This design comes from an exercise in tuning for small area on the open sky130 flow, not from production work.
In this exercise RTL edits were held to simulation tests only and were not proved equivalent to the original.
No activity file was given, so power comes from the tool's default toggle rates.

==> job 9848 <==
==> flow/design.v <==
module mcpu_ram_loader #(
    parameter int WORD_SIZE  = 8,
    parameter int ADDR_WIDTH = 8,
    parameter int LOAD_LEN   = 1 << ADDR_WIDTH
) (
    input  logic                  clk,
    input  logic                  reset,
    input  logic                  start,
    input  logic                  s_valid,
    input  logic [WORD_SIZE-1:0]  s_data,
    output logic                  s_ready,
    output logic                  we,
    output logic [WORD_SIZE-1:0]  datawr,
    output logic                  re,
    output logic [ADDR_WIDTH-1:0] addr,
    input  logic [WORD_SIZE-1:0]  datard,
    output logic [ADDR_WIDTH-1:0] instraddr,
    input  logic [WORD_SIZE-1:0]  instrrd,
    output logic                  busy,
    output logic                  done,
    output logic                  error,
    output logic [ADDR_WIDTH:0]   err_count,
    output logic [ADDR_WIDTH-1:0] first_err_addr
);
    typedef enum logic [2:0] {
        IDLE,
        LOAD_WAIT,
        WRITE,
        SETTLE,
        VERIFY,
        DONE
    } state_t;
    localparam int K  = 7;                   
    localparam int NR = 36;                  
    localparam int NB = K * NR;              
    localparam int NT = LOAD_LEN - NB;       
    localparam int D  = 4;                   
    localparam int UW = $clog2(K);
    localparam int PW = $clog2(D + 1);
    localparam int QW = $clog2(D);
    state_t                state, next_state;
    logic [ADDR_WIDTH-1:0] idx;
    logic [WORD_SIZE-1:0]  q [D];            
    logic [PW-1:0]         np;               
    logic [QW-1:0]         pos;              
    logic [UW-1:0]         u;                
    logic                  sh, hd;           
    logic [UW-1:0]         rsl;              
    logic [WORD_SIZE-1:0]  ring [NR][K];
    logic [WORD_SIZE-1:0]  din, ref_word;
    logic                  mismatch;
    logic                  accept, last_word, in_ring;
    assign accept    = (state == LOAD_WAIT) && s_valid;
    assign last_word = (idx == ADDR_WIDTH'(LOAD_LEN - 1));
    assign in_ring   = (idx < ADDR_WIDTH'(NB));
    assign din       = q[pos];
    always_comb begin
        if (in_ring) ref_word = ring[NR-1][rsl];
        else         ref_word = q[QW'(ADDR_WIDTH'(LOAD_LEN - 1) - idx)];
    end
    assign mismatch = (datard != ref_word) || (instrrd != ref_word);
    for (genvar i = 0; i < NR; i++) begin : g_ring
        logic [WORD_SIZE-1:0] prev;
        if (i == 0) begin : g_first
            assign prev = din;
        end else begin : g_next
            assign prev = ring[i-1][K-1];
        end
        always_ff @(posedge clk) begin
            ring[i][0] <= ({WORD_SIZE{sh}} & prev) | ({WORD_SIZE{hd}} & ring[i][K-1]);
            for (int j = 1; j < K; j++) ring[i][j] <= ring[i][j-1];
        end
    end
    always_ff @(posedge clk) begin
        if (accept) begin
            q[0] <= s_data;
            for (int j = 1; j < D; j++) q[j] <= q[j-1];
        end
    end
    logic          ins, sh_n;
    logic [PW-1:0] np1, np_n;
    logic [QW-1:0] pos_n;
    logic [UW-1:0] u_n;
    always_comb begin
        ins   = sh && (np != '0);
        np1   = np - PW'(ins);
        np_n  = np1 + PW'(accept && in_ring);
        if (np1 != '0) pos_n = pos - QW'(ins) + QW'(accept);
        else           pos_n = '0;
        u_n   = sh ? u : ((u == UW'(K - 1)) ? '0 : u + 1'b1);
        sh_n  = (u_n == '0) && ((np_n != '0) || next_state == VERIFY);
    end
    always_ff @(posedge clk or posedge reset) begin
        if (reset) begin
            u   <= '0;
            np  <= '0;
            pos <= '0;
            sh  <= 1'b0;
            hd  <= 1'b1;
            rsl <= '0;
        end else begin
            u   <= u_n;
            np  <= np_n;
            pos <= pos_n;
            sh  <= sh_n;
            hd  <= !sh_n;
            if (state == SETTLE) rsl <= (u_n == '0) ? UW'(K - 1) : u_n - 1'b1;
        end
    end
    always_ff @(posedge clk or posedge reset) begin
        if (reset) state <= IDLE;
        else       state <= next_state;
    end
    always_ff @(posedge clk or posedge reset) begin
        if (reset) begin
            idx            <= '0;
            err_count      <= '0;
            first_err_addr <= '0;
        end else begin
            case (state)
                IDLE, DONE: begin
                    if (start) begin
                        err_count      <= '0;
                        first_err_addr <= '0;
                    end
                end
                WRITE:     idx <= idx + 1'b1;
                VERIFY: begin
                    if (mismatch) begin
                        err_count <= err_count + 1'b1;
                        if (err_count == '0) first_err_addr <= idx;
                    end
                    idx <= idx + 1'b1;
                end
                default: ;
            endcase
        end
    end
    always_comb begin
        next_state = state;
        s_ready    = 1'b0;
        we         = 1'b0;
        re         = 1'b0;
        datawr     = '0;
        addr       = '0;
        instraddr  = '0;
        busy       = 1'b0;
        done       = 1'b0;
        error      = 1'b0;
        case (state)
            IDLE: if (start) next_state = LOAD_WAIT;
            LOAD_WAIT: begin
                s_ready = 1'b1;
                busy    = 1'b1;
                if (s_valid) next_state = WRITE;
            end
            WRITE: begin
                we         = 1'b1;
                datawr     = q[0];
                addr       = idx;
                busy       = 1'b1;
                next_state = last_word ? SETTLE : LOAD_WAIT;
            end
            SETTLE: begin
                busy       = 1'b1;
                next_state = VERIFY;
            end
            VERIFY: begin
                re        = 1'b1;
                addr      = idx;
                instraddr = idx;
                busy      = 1'b1;
                if (last_word) next_state = DONE;
            end
            DONE: begin
                done  = 1'b1;
                error = (err_count != '0);
                if (start) next_state = LOAD_WAIT;
            end
            default: next_state = IDLE;
        endcase
    end
endmodule
==> flow/run.sh <==
#!/bin/bash
# synth_recipe.tcl (not shown) runs the flow's synth.tcl, then flattens the netlist and writes it again
# the make line also repeats each setting of config.mk as NAME=value (left out here)
make -C /OpenROAD-flow-scripts/flow DESIGN_CONFIG=/design/flow/config.mk WORK_HOME=/design/flow/orfs CLKGATE_MAP_FILE= SYNTH_SCRIPT=/design/flow/synth_recipe.tcl finish
==> flow/config.mk <==
export PLATFORM = sky130hd
export DESIGN_NAME = mcpu_ram_loader
export DESIGN_NICKNAME = mcpu_ram_loader
export VERILOG_FILES = /design/flow/design.v
export SDC_FILE = /design/flow/constraint.sdc
export NUM_CORES = 4
export LEC_CHECK = 0
export CAP_MARGIN = 20
export CORE_MARGIN = 2
export CORE_UTILIZATION = 60
export CTS_BUF_LIST = sky130_fd_sc_hd__clkbuf_8
export CTS_CLUSTER_SIZE = 30
export SLEW_MARGIN = 20
==> flow/constraint.sdc <==
create_clock -name core_clock -period 10.0 [get_ports {clk}]
set_input_delay 2.0000 -clock core_clock [delete_from_list [all_inputs] [get_ports {clk}]]
set_output_delay 2.0000 -clock core_clock [all_outputs]
set_load 0.01 [all_outputs]
==> job 378 (differences from job 9848) <==
--- a/flow/design.v
+++ b/flow/design.v
@@ -46,3 +46,7 @@
     logic [UW-1:0]         u;                
-    logic                  sh, hd;           
+    logic                  sh_l, hd_l;       
+    logic                  sh;
+    logic [UW-1:0]         tc;               
+    logic                  tb;               
+    logic                  h_in, h_rd;
     logic [UW-1:0]         rsl;              
@@ -55,3 +59,8 @@
     assign in_ring   = (idx < ADDR_WIDTH'(NB));
-    assign din       = q[pos];
+    assign sh        = !sh_l;
+    assign h_in = tb ^ (tc == UW'(K - 1));
+    assign h_rd = tb ^ (tc < rsl);
+    assign din = q[pos] ^ {WORD_SIZE{h_in}};
+    logic                 flip;
+    logic [WORD_SIZE-1:0] dx;
     always_comb begin
@@ -60,3 +69,5 @@
     end
-    assign mismatch = (datard != ref_word) || (instrrd != ref_word);
+    assign flip     = in_ring && !h_rd;
+    assign dx       = datard ^ ref_word;
+    assign mismatch = (datard != instrrd) || (flip ? !(&dx) : (|dx));
     for (genvar i = 0; i < NR; i++) begin : g_ring
@@ -69,3 +80,3 @@
         always_ff @(posedge clk) begin
-            ring[i][0] <= ({WORD_SIZE{sh}} & prev) | ({WORD_SIZE{hd}} & ring[i][K-1]);
+            ring[i][0] <= ~(({WORD_SIZE{sh_l}} | prev) & ({WORD_SIZE{hd_l}} | ring[i][K-1]));
             for (int j = 1; j < K; j++) ring[i][j] <= ring[i][j-1];
@@ -93,17 +104,13 @@
     always_ff @(posedge clk or posedge reset) begin
-        if (reset) begin
-            u   <= '0;
-            np  <= '0;
-            pos <= '0;
-            sh  <= 1'b0;
-            hd  <= 1'b1;
-            rsl <= '0;
-        end else begin
-            u   <= u_n;
-            np  <= np_n;
-            pos <= pos_n;
-            sh  <= sh_n;
-            hd  <= !sh_n;
-            if (state == SETTLE) rsl <= (u_n == '0) ? UW'(K - 1) : u_n - 1'b1;
-        end
+        if (reset) np <= '0;
+        else       np <= np_n;
+    end
+    always_ff @(posedge clk) begin
+        u   <= u_n;
+        pos <= pos_n;
+        sh_l <= !sh_n;
+        hd_l <= sh_n;
+        tc   <= (tc >= UW'(K - 1)) ? '0 : tc + 1'b1;
+        tb   <= tb ^ (tc >= UW'(K - 1));
+        if (state == SETTLE) rsl <= (u_n == '0) ? UW'(K - 1) : u_n - 1'b1;
     end
==> flow/flow/run.sh (new file) <==
#!/bin/bash
# Standard ORFS layout, with a leaner clock tree: no dummy loads, clkbuf_8
# leaf buffers driving clusters of up to 19 flip-flops; and buf_1 port buffers.
set -euo pipefail
export CTS_ARGS="-sink_clustering_enable -repair_clock_nets -dont_use_dummy_load -buf_list sky130_fd_sc_hd__clkbuf_8 -sink_clustering_size 19 -sink_clustering_max_diameter 60"
export BUFFER_PORTS_ARGS="-buffer_cell sky130_fd_sc_hd__buf_1"
bash standard.sh > standard.log 2>&1
==> flow/standard.sh (new file) <==
#!/bin/bash
# synth_recipe.tcl (not shown) runs the flow's synth.tcl, then flattens the netlist and writes it again
# the make line also repeats each setting of config.mk as NAME=value (left out here)
make -C /OpenROAD-flow-scripts/flow DESIGN_CONFIG=/design/flow/config.mk WORK_HOME=/design/flow/orfs CLKGATE_MAP_FILE= SYNTH_SCRIPT=/design/flow/synth_recipe.tcl "${@:-finish}"
CORE_UTILIZATION = 40   (was 60)
CTS_BUF_LIST = unset   (was sky130_fd_sc_hd__clkbuf_8)
CTS_CLUSTER_SIZE = unset   (was 30)
removed: flow/run.sh
==> notes.md <==
item                                                                                          job 9848                  job 378
Seq. pwr                                                                                       9.08 mW                  13.9 mW
Effective utilization at floorplan                                                               0.603                    0.402
Run status                                                                     complete, no violations  complete, no violations
Proportion of register bits with asynchronous set or reset after synthesis                      0.0196                   0.0148
Worst setup slack after layout                                                                 4.00 ns                  5.36 ns
Top-area cell type share of the netlist area                                                     0.850                    0.859
Fill cell instance count of the final layout                                                      5095                    10400
Source of the worst register-to-register timing path                                          state[0]                   idx[0]
Met2 routed WL                                                                                28700 um                 24000 um
Fraction of standard cell area in multi-input logic                                             0.0851                   0.0860
Worst hold margin                                                                             0.257 ns                 0.285 ns
Horizontal die dimension                                                                        285 um                   348 um
Clock network contribution to total cell area                                                    0.110                   0.0356
Maximum fanout along the worst path                                                                 12                       15
Number of H-tree branching levels                                                                    5                        4
Pre-antenna DRT Iters                                                                                6                        5
Design area                                                                                0.0554 mm^2              0.0510 mm^2
Fin crit share                                                                                   0.600                    0.464
Number of instances in the synthesized netlist                                                    2762                     2811
Standby leakage power                                                                          22.9 nW                  20.4 nW
Final routed wirelength across all metal layers                                               72000 um                 60200 um
Basic-gate share of the synthesized area counting and, or, nand and nor cells                   0.0142                   0.0179
Seq pwr share                                                                                    0.550                    0.738
Post-Synthesis Cell Area                                                                   0.0475 mm^2              0.0472 mm^2
Final cell count without fillers                                                                  4340                     4480
Post-synth net total                                                                              2804                     2857

re-timing with driven ports:
No port has a modelled driver above. Below, the same layouts with a new extraction and two added sets of constraints. Step 1 (the two cells are an assumption about what drives the block):
set clk [get_ports {clk}]
set_driving_cell -lib_cell sky130_fd_sc_hd__clkbuf_16 $clk
set_driving_cell -lib_cell sky130_fd_sc_hd__buf_2 [delete_from_list [all_inputs] $clk]
Step 2 times the ports against the registers' clock, not the clock port: input delays grow and output delays shrink by t, the midpoint of the rising clock arrivals with the driver on. a / b / c = no drivers / after step 1 / after step 2; a / b = the first two.
| run | t, ns | slack for setup (ns) | hold WS [ns] | latest minus earliest clock arrival (ns) | pins driven straight from the clock port |
|---|---|---|---|---|---|
| job 9848 | 0.923 | 4.003 / 3.945 / 4.869 | 0.257 / 0.257 / 0.257 | 0.090 / 0.091 | 1 |
| job 378 | 0.823 | 5.358 / 5.299 / 5.540 | 0.285 / 0.285 / 0.285 | 0.097 / 0.097 | 1 |
After both steps every run listed still meets setup and hold.
